Context: an optimization exercise on an open-source flow, tuned for small area. The choices shown serve that exercise and are no tape-out recipe.
Only simulation tests tie the RTL to the original design; equivalence was not proved.

**config.mk**
```make
export PLATFORM = sky130hd
export DESIGN_NAME = recip_nr_top
export DESIGN_NICKNAME = recip_nr_top
export VERILOG_FILES = /design/flow/design.v
export SDC_FILE = /design/flow/constraint.sdc
export NUM_CORES = 4
export LEC_CHECK = 0
export CAP_MARGIN = 20
export CORE_MARGIN = 2
export CORE_UTILIZATION = 40
export SLEW_MARGIN = 20
```
**run.sh**
```bash
#!/bin/bash
# synth_recipe.tcl (not shown) runs the flow's synth.tcl, then flattens the netlist and writes it again
# the make line also repeats each setting of config.mk as NAME=value (left out here)
make -C /OpenROAD-flow-scripts/flow DESIGN_CONFIG=/design/flow/config.mk WORK_HOME=/design/flow/orfs CLKGATE_MAP_FILE= SYNTH_SCRIPT=/design/flow/synth_recipe.tcl finish
```
**constraint.sdc**
```tcl
create_clock -name core_clock -period 6.0 [get_ports {CLK}]
set_input_delay 1.2000 -clock core_clock [delete_from_list [all_inputs] [get_ports {CLK}]]
set_output_delay 1.2000 -clock core_clock [all_outputs]
set_load 0.01 [all_outputs]
```
**design.v**
```verilog
package recip_pkg;
	localparam int WL         = 24;                     
	localparam int WLO        = 24;                     
	localparam int ADDR_BITS  = 8;                      
	localparam int LUT_BITS   = 12;                     
	localparam int DWL        = 26;                     
	localparam int PROD_W     = LUT_BITS + DWL;         
	localparam int ROUND_BITS = PROD_W - WLO - 1;       
	typedef struct packed {
		logic                valid;                     
		logic [WL-1:0]       x;                         
		logic [LUT_BITS-1:0] seed;                      
	} seed_stage_t;
	typedef struct packed {
		logic                valid;                     
		logic [LUT_BITS-1:0] seed;                      
		logic [DWL-1:0]      corr;                      
	} corr_stage_t;
	typedef struct packed {
		logic                valid;                     
		logic [PROD_W-1:0]   prod;                      
	} refine_stage_t;
	function automatic logic [LUT_BITS-1:0] seed_of(input integer i);
		logic [63:0] num;                               
		logic [63:0] den;                               
		logic [63:0] q;                                 
		logic [63:0] q_max;                             
		num   = 64'd1 << (LUT_BITS + ADDR_BITS);
		den   = (64'd1 << (ADDR_BITS + 1)) + 2 * i + 1;
		q     = (num + den / 2) / den;                  
		q_max = (64'd1 << LUT_BITS) - 1;
		if (q > q_max) begin
			q = q_max;                                  
		end
		seed_of = q;
	endfunction
endpackage
`timescale 1ns/1ns
module recip_seed_lut (
	input  logic                          CLK,        
	input  logic                          nRST,       
	input  logic                          ce,         
	input  logic                          in_valid,   
	input  logic [recip_pkg::WL-1:0]      din,        
	output recip_pkg::seed_stage_t        seed_out    
);
	localparam int DEPTH = 2 ** recip_pkg::ADDR_BITS;         
	logic [recip_pkg::LUT_BITS-1:0]  seed_rom [DEPTH];        
	logic [recip_pkg::ADDR_BITS-1:0] addr;                    
	logic                            valid_q;                 
	logic [recip_pkg::WL-1:0]        x_q;                     
	logic [recip_pkg::LUT_BITS-1:0]  seed_q;                  
	for (genvar g = 0; g < DEPTH; g++) begin : g_rom
		assign seed_rom[g] = recip_pkg::seed_of(g);           
	end
	assign addr = din[recip_pkg::WL-2 -: recip_pkg::ADDR_BITS];
	always_ff @(posedge CLK) begin
		if (!nRST) begin
			valid_q <= 1'b0;                                  
		end else if (ce) begin
			valid_q <= in_valid;                              
		end
	end
	always_ff @(posedge CLK) begin
		if (ce) begin
			x_q    <= din;                                    
			seed_q <= seed_rom[addr];                         
		end
	end
	assign seed_out = {valid_q, x_q, seed_q};
endmodule
`timescale 1ns/1ns
module recip_nr_correct (
	input  logic                   CLK,        
	input  logic                   nRST,       
	input  logic                   ce,         
	input  recip_pkg::seed_stage_t seed_in,    
	output recip_pkg::corr_stage_t corr_out    
);
	localparam int PW = recip_pkg::WL + recip_pkg::LUT_BITS;   
	logic [PW-1:0]                  prod;                      
	logic [recip_pkg::DWL-1:0]      prod_t;                    
	logic                           valid_q;                   
	logic [recip_pkg::LUT_BITS-1:0] seed_q;                    
	logic [recip_pkg::DWL-1:0]      corr_q;                    
	assign prod = seed_in.x * seed_in.seed;                    
	assign prod_t = prod[PW-2 -: recip_pkg::DWL];
	always_ff @(posedge CLK) begin
		if (!nRST) begin
			valid_q <= 1'b0;
		end else if (ce) begin
			valid_q <= seed_in.valid;                          
		end
	end
	always_ff @(posedge CLK) begin
		if (ce) begin
			seed_q <= seed_in.seed;                            
			corr_q <= ~prod_t;                                 
		end
	end
	assign corr_out = {valid_q, seed_q, corr_q};
endmodule
`timescale 1ns/1ns
module recip_nr_refine (
	input  logic                     CLK,        
	input  logic                     nRST,       
	input  logic                     ce,         
	input  recip_pkg::corr_stage_t   corr_in,    
	output recip_pkg::refine_stage_t prod_out    
);
	logic [recip_pkg::PROD_W-1:0] prod;          
	logic                         valid_q;       
	logic [recip_pkg::PROD_W-1:0] prod_q;        
	assign prod = corr_in.seed * corr_in.corr;   
	always_ff @(posedge CLK) begin
		if (!nRST) begin
			valid_q <= 1'b0;
		end else if (ce) begin
			valid_q <= corr_in.valid;            
		end
	end
	always_ff @(posedge CLK) begin
		if (ce) begin
			prod_q <= prod;                      
		end
	end
	assign prod_out = {valid_q, prod_q};
endmodule
`timescale 1ns/1ns
module recip_round (
	input  logic                     CLK,         
	input  logic                     nRST,        
	input  logic                     ce,          
	input  recip_pkg::refine_stage_t prod_in,     
	output logic [recip_pkg::WLO-1:0] dout,       
	output logic                     out_valid    
);
	localparam int HI = recip_pkg::WLO + recip_pkg::ROUND_BITS;   
	localparam logic [recip_pkg::PROD_W:0] HALF_LSB = 1 << (recip_pkg::ROUND_BITS - 1);
	logic [recip_pkg::PROD_W:0]  sum;         
	logic                        sat;         
	logic [recip_pkg::WLO-1:0]   rounded;     
	assign sum     = {1'b0, prod_in.prod} + HALF_LSB;
	assign sat     = |sum[recip_pkg::PROD_W:HI];               
	assign rounded = sat ? '1 : sum[HI-1:recip_pkg::ROUND_BITS];
	always_ff @(posedge CLK) begin
		if (!nRST) begin
			out_valid <= 1'b0;
			dout      <= '0;                       
		end else if (ce) begin
			out_valid <= prod_in.valid;
			if (prod_in.valid) begin
				dout <= rounded;                   
			end
		end
	end
endmodule
`timescale 1ns/1ns
module recip_nr_top (
	input  logic                      CLK,         
	input  logic                      nRST,        
	input  logic                      ce,          
	input  logic                      in_valid,    
	input  logic [recip_pkg::WL-1:0]  din,         
	output logic [recip_pkg::WLO-1:0] dout,        
	output logic                      out_valid    
);
	recip_pkg::seed_stage_t   s1;                  
	recip_pkg::corr_stage_t   s2;                  
	recip_pkg::refine_stage_t s3;                  
	recip_seed_lut i_seed_lut (
		.CLK      (CLK),
		.nRST     (nRST),
		.ce       (ce),
		.in_valid (in_valid),
		.din      (din),
		.seed_out (s1)
	);
	recip_nr_correct i_nr_correct (
		.CLK      (CLK),
		.nRST     (nRST),
		.ce       (ce),
		.seed_in  (s1),
		.corr_out (s2)
	);
	recip_nr_refine i_nr_refine (
		.CLK      (CLK),
		.nRST     (nRST),
		.ce       (ce),
		.corr_in  (s2),
		.prod_out (s3)
	);
	recip_round i_round (
		.CLK       (CLK),
		.nRST      (nRST),
		.ce        (ce),
		.prod_in   (s3),
		.dout      (dout),
		.out_valid (out_valid)
	);
endmodule
```
==> Flow_metrics.wiki <==
{| class="wikitable"
! Metric !! Value
|-
| Status || no timing/DRC/antenna violations
|-
| CTS HTree Levels || 4
|-
| Period utilization || between 90 and 100%
|-
| Cell with the largest stage delay on the worst path || sky130_fd_sc_hd__edfxtp_1
|-
| CP Cell Sequence || buf_4, nand2_1, fa_1, inv_1, fa_1, fa_1, fa_1, inv_1, fa_1, inv_1, ha_1, a21o_1, a221oi_2, a21oi_1, a211o_1, a211o_4, a21oi_2, a31oi_1, a21oi_1, xnor2_1
|-
| Share of the yosys chip area belonging to registers || 14.36%
|-
| Count of pins on the block boundary || between 50 and 60
|-
| Worst-case clock skew || 19.16 ps
|-
| Synth async-reset ratio || 0%
|-
| Post-Synthesis Cell Area || approximately 24000 sq um
|-
| Leading cell types in the layout, fill and taps excluded || sky130_fd_sc_hd__inv_1 (518), sky130_fd_sc_hd__nand2_1 (476), sky130_fd_sc_hd__fa_1 (413)
|-
| Layout cell share with drive strength beyond 1 || 7.682%
|-
| Critical Path Stages || 20
|-
| Leading cell type in the layout, fill and taps excluded || sky130_fd_sc_hd__inv_1
|-
| Hold Path Depth || 2
|-
| Max Buffers Root-to-Sink || 2
|-
| Delay of the slowest cell on the worst path || approximately 570 ps
|-
| Total grt overflow || 0
|-
| Vias per std cell || 5.453
|-
| Layout Nets || between 3000 and 4000
|-
| Number of input and output port buffers inserted || 52
|-
| End of the worst register-to-register path || i_nr_correct.corr_q[25]
|-
| Dominant delay contributor by cell family on the critical path || adder cells
|-
| Number of storage elements in the synthesis netlist || approximately 120
|-
| Post-detail-place hpwl || 54.21 mm
|-
| Via count || 19760
|-
| Core Rows || 89
|-
| Number of global-route vias before repair || about 21000
|-
| Number of antenna repair diodes || 0
|-
| Maximum fanout along the worst path || 10
|-
| Synth-to-Final Area Change || 11.06%
|-
| Drt wl/cell || 19.11 um
|-
| Setup slack, reg-to-reg || roughly 230 ps
|-
| Worst Hold Endpoint || i_nr_refine.valid_q
|-
| Vertical die dimension || 248.8 um
|-
| Number of distinct library cell variants in the gate-level netlist after synthesis || 75
|-
| Synthesized instance count || 2786
|-
| Hold Buf Count CTS || 0
|-
| Mean area per synthesized cell || 8.606 sq um
|-
| Placed instance area || around 26000 sq um
|-
| Core occupancy in the finished layout || ~45%
|-
| Number of search-and-repair iterations in the first detailed-routing pass || 19
|-
| Die area || slightly above 60000 sq um
|-
| Net count after synthesis || ~3400
|-
| Die extent in x || 248.8 um
|-
| Data required time at the worst endpoint || between 6000 and 7000 ps
|-
| F_max || 0.1734 GHz
|-
| Core Area || 59130 sq um
|-
| Post-Layout Inst Area || 26630 sq um
|-
| Kind of critical path || reg2reg
|-
| Number of design rule violations left after detail routing || 0
|-
| Setup TNS Final || 0 ps
|-
| Overall global routing resource usage || a little under a quarter
|-
| Count of synthesis-stage warnings from yosys || 5
|-
| First-pass GRT wire length || around 110 mm
|-
| Final min period || around 5800 ps
|-
| Effective utilization at floorplan || about two fifths
|-
| Maximum number of pins on one net before global-route repair || between 70 and 80
|-
| Reg2reg start || i_seed_lut.seed_q[8]
|-
| Worst slew margin || between 20% and 30%
|-
| Worst-case reg-to-reg path depth || 20
|-
| Most instantiated flip-flop cell in the synthesis netlist || sky130_fd_sc_hd__edfxtp_1
|-
| Kind of start point of the critical path || flop
|-
| Number of failing setup endpoints in the final timing report || 0
|-
| WP data arrival || approximately 6000 ps
|-
| Max-Cap Viols || 0
|-
| Total routed wirelength || between 60 and 70 mm
|-
| Worst-Skew Late Latency || approximately 480 ps
|-
| Inserted Clock Buffers || 17
|-
| Clock sink count || about 120
|-
| HP Start || i_nr_refine.valid_q
|-
| Number of enable flip-flop cells after synthesis || 96
|-
| Weighted congestion at the end of routability-driven global placement || between 1 and 1.5
|-
| Tightest Hold Check Type || reg2reg
|-
| Initial antenna violation count || 0
|-
| Least-Margin Pin Slew || ~1200 ps
|-
| Final count of hold timing violations || 0
|-
| Clock tree root driver cell || sky130_fd_sc_hd__clkbuf_16
|-
| Residual antenna-violating net count after detailed routing || 0
|-
| Buffers plus inverters on the worst setup path || 4
|-
| Most numerous cell on the critical path || sky130_fd_sc_hd__fa_1
|-
| Fill count || 5639
|-
| Initial drt markers || between 1500 and 2000
|-
| Clock slew at reported path FFs || 70 ps
|-
| Clock tree from TritonCTS || done
|-
| Kind of capture point of the worst setup path || flop
|-
| Max-slew violations || 0
|}
[kinds of logic after synthesis]
kind of cell / after synthesis / share of synthesized area [%]
flip-flops: 124 / 14.36
AO/OA/AOI/OAI: 404 / 10.45
buffers and inverters: 684 / 11.07
XOR/XNOR: 71 / 2.594
adder cells (fa/ha/maj): 593 / 43.88
AND/OR/NAND/NOR: 906 / 17.48
multiplexers: 4 / 0.1670
[metal layers]
metal  routed length (um)  up-vias  global-route usage, %
li1                     -     8901                      -
met1                28430     9858                  29.06
met2                33310      839                  37.63
met3                 4822      165                  3.814
met4                 2703        0                  9.680
met5                    0        -                      0
[worst max-delay path by stage]
stage / from / end / slack, ps
global placement: i_seed_lut.x_q[8] / i_nr_correct.corr_q[25] / 60
finish: i_seed_lut.seed_q[8] / i_nr_correct.corr_q[25] / 230
CTS: i_seed_lut.x_q[7] / i_nr_correct.corr_q[21] / 30
floorplan: i_seed_lut.seed_q[3] / i_nr_correct.corr_q[21] / 350
detailed placement: i_seed_lut.x_q[8] / i_nr_correct.corr_q[21] / 20
global route: i_seed_lut.seed_q[6] / i_nr_correct.corr_q[25] / -8
[worst register-to-register path: stages, from the launching register on]
cell	delay [ps]
sky130_fd_sc_hd__edfxtp_1	570
sky130_fd_sc_hd__buf_4	200
sky130_fd_sc_hd__nand2_1	60
sky130_fd_sc_hd__fa_1	480
sky130_fd_sc_hd__inv_1	50
sky130_fd_sc_hd__fa_1	450
sky130_fd_sc_hd__fa_1	420
sky130_fd_sc_hd__fa_1	520
sky130_fd_sc_hd__inv_1	50
sky130_fd_sc_hd__fa_1	480
sky130_fd_sc_hd__inv_1	40
sky130_fd_sc_hd__ha_1	330
sky130_fd_sc_hd__a21o_1	210
sky130_fd_sc_hd__a221oi_2	310
sky130_fd_sc_hd__a21oi_1	110
sky130_fd_sc_hd__a211o_1	310
sky130_fd_sc_hd__a211o_4	370
sky130_fd_sc_hd__a21oi_2	150
sky130_fd_sc_hd__a31oi_1	130
sky130_fd_sc_hd__a21oi_1	190
sky130_fd_sc_hd__xnor2_1	80
[stage by stage]
stage / cells / hold WS [ps] / setup slack, ps
after detailed placement: 3559 / 492.9 / 22.48
after CTS: 3595 / 514.0 / 32.06
after global routing: 3624 / 549.3 / -7.742
after global placement: 3559 / 491.1 / 62.16
final: 3624 / 510.4 / 232.4
after floorplan: 2786 / 473.7 / 350.2
[flip-flops by register name (all words and copies together), names as in the netlist]
| register | cells |
|---|---|
| i_seed_lut.x_q | 24 |
| i_nr_correct.corr_q | 26 |
| i_seed_lut.seed_q | 10 |
| i_nr_refine.valid_q | 1 |
| i_nr_refine.prod_q | 26 |
| i_nr_correct.seed_q | 10 |
| i_nr_correct.valid_q | 1 |
| i_round.out_valid | 1 |
| i_round.dout | 24 |
| i_seed_lut.valid_q | 1 |
[area by class of cell]
class,instances,area (sq um),share of cell area (%)
multi-input cells,1978,17960,67.44
inverters,518,1944,7.302
well taps,773,967.2,3.632
clock inverters,14,127.6,0.4793
clock buffers,18,450.4,1.692
flip-flops and latches,124,3443,12.93
repair buffers,199,1737,6.522
[cells in the mapped netlist, types with 6 or more instances]
| cell | n | area (sq um) |
|---|---|---|
| sky130_fd_sc_hd__inv_1 | 518 | 1944 |
| sky130_fd_sc_hd__nand2_1 | 476 | 1787 |
| sky130_fd_sc_hd__fa_1 | 413 | 8268 |
| sky130_fd_sc_hd__ha_1 | 180 | 2252 |
| sky130_fd_sc_hd__and2_1 | 134 | 838.3 |
| sky130_fd_sc_hd__a21oi_1 | 116 | 580.6 |
| sky130_fd_sc_hd__o21ai_0 | 112 | 560.5 |
| sky130_fd_sc_hd__clkbuf_1 | 110 | 412.9 |
| sky130_fd_sc_hd__nor2_1 | 109 | 409.1 |
| sky130_fd_sc_hd__edfxtp_1 | 96 | 2883 |
| sky130_fd_sc_hd__xnor2_1 | 39 | 341.6 |
| sky130_fd_sc_hd__nand3_1 | 38 | 190.2 |
| sky130_fd_sc_hd__buf_2 | 36 | 180.2 |
| sky130_fd_sc_hd__xor2_1 | 32 | 280.3 |
| sky130_fd_sc_hd__nor3_1 | 29 | 145.1 |
| sky130_fd_sc_hd__dfxtp_1 | 28 | 560.5 |
| sky130_fd_sc_hd__o22ai_1 | 22 | 137.6 |
| sky130_fd_sc_hd__nor2b_1 | 21 | 131.4 |
| sky130_fd_sc_hd__a31oi_1 | 20 | 125.1 |
| sky130_fd_sc_hd__a21o_1 | 15 | 112.6 |
| sky130_fd_sc_hd__nand4_1 | 15 | 93.84 |
| sky130_fd_sc_hd__and3_1 | 14 | 87.58 |
| sky130_fd_sc_hd__nand2b_1 | 14 | 87.58 |
| sky130_fd_sc_hd__buf_1 | 13 | 48.80 |
| sky130_fd_sc_hd__a22oi_1 | 12 | 90.09 |
| sky130_fd_sc_hd__a32oi_1 | 12 | 105.1 |
| sky130_fd_sc_hd__a211oi_1 | 11 | 82.58 |
| sky130_fd_sc_hd__o211ai_1 | 11 | 82.58 |
| sky130_fd_sc_hd__o21a_1 | 10 | 75.07 |
| sky130_fd_sc_hd__or2_2 | 10 | 62.56 |
| sky130_fd_sc_hd__or3_1 | 10 | 62.56 |
| sky130_fd_sc_hd__a221oi_1 | 7 | 61.31 |
| sky130_fd_sc_hd__a211o_1 | 6 | 52.55 |
| sky130_fd_sc_hd__and4_1 | 6 | 52.55 |
[timing repair]
item / in CTS / in global routing
setup buffers: 4 / 28
endpoints found under the setup margin: 1 / 13
resized for setup: 0 / 13
cloned: 0 / 1
pin swaps: 0 / 6

[what the ideal ports hide]
Ports are ideal in the flow. The routed layout listed here was re-timed in OpenROAD.
Step 1 assumes that a clkbuf_16 drives the clock port and a buf_2 every other input.
Step 2, shift: input delay + t, output delay - t, t = (earliest + latest rising clock arrival at the registers) / 2. This alone moves slack from input paths to output paths.
Three values: no drivers, after step 1, after step 2; two values: the first two.
t, ns: 0.518
setup WS [ns]: 0.232 / 0.232 / 0.232
slew at the worst register clock pin (ns): 0.07 / 0.07
After both steps this run still meets setup and hold. For this run, drivers alone change the setup slack by 0.000 ns; drivers and shift together by 0.000 ns.
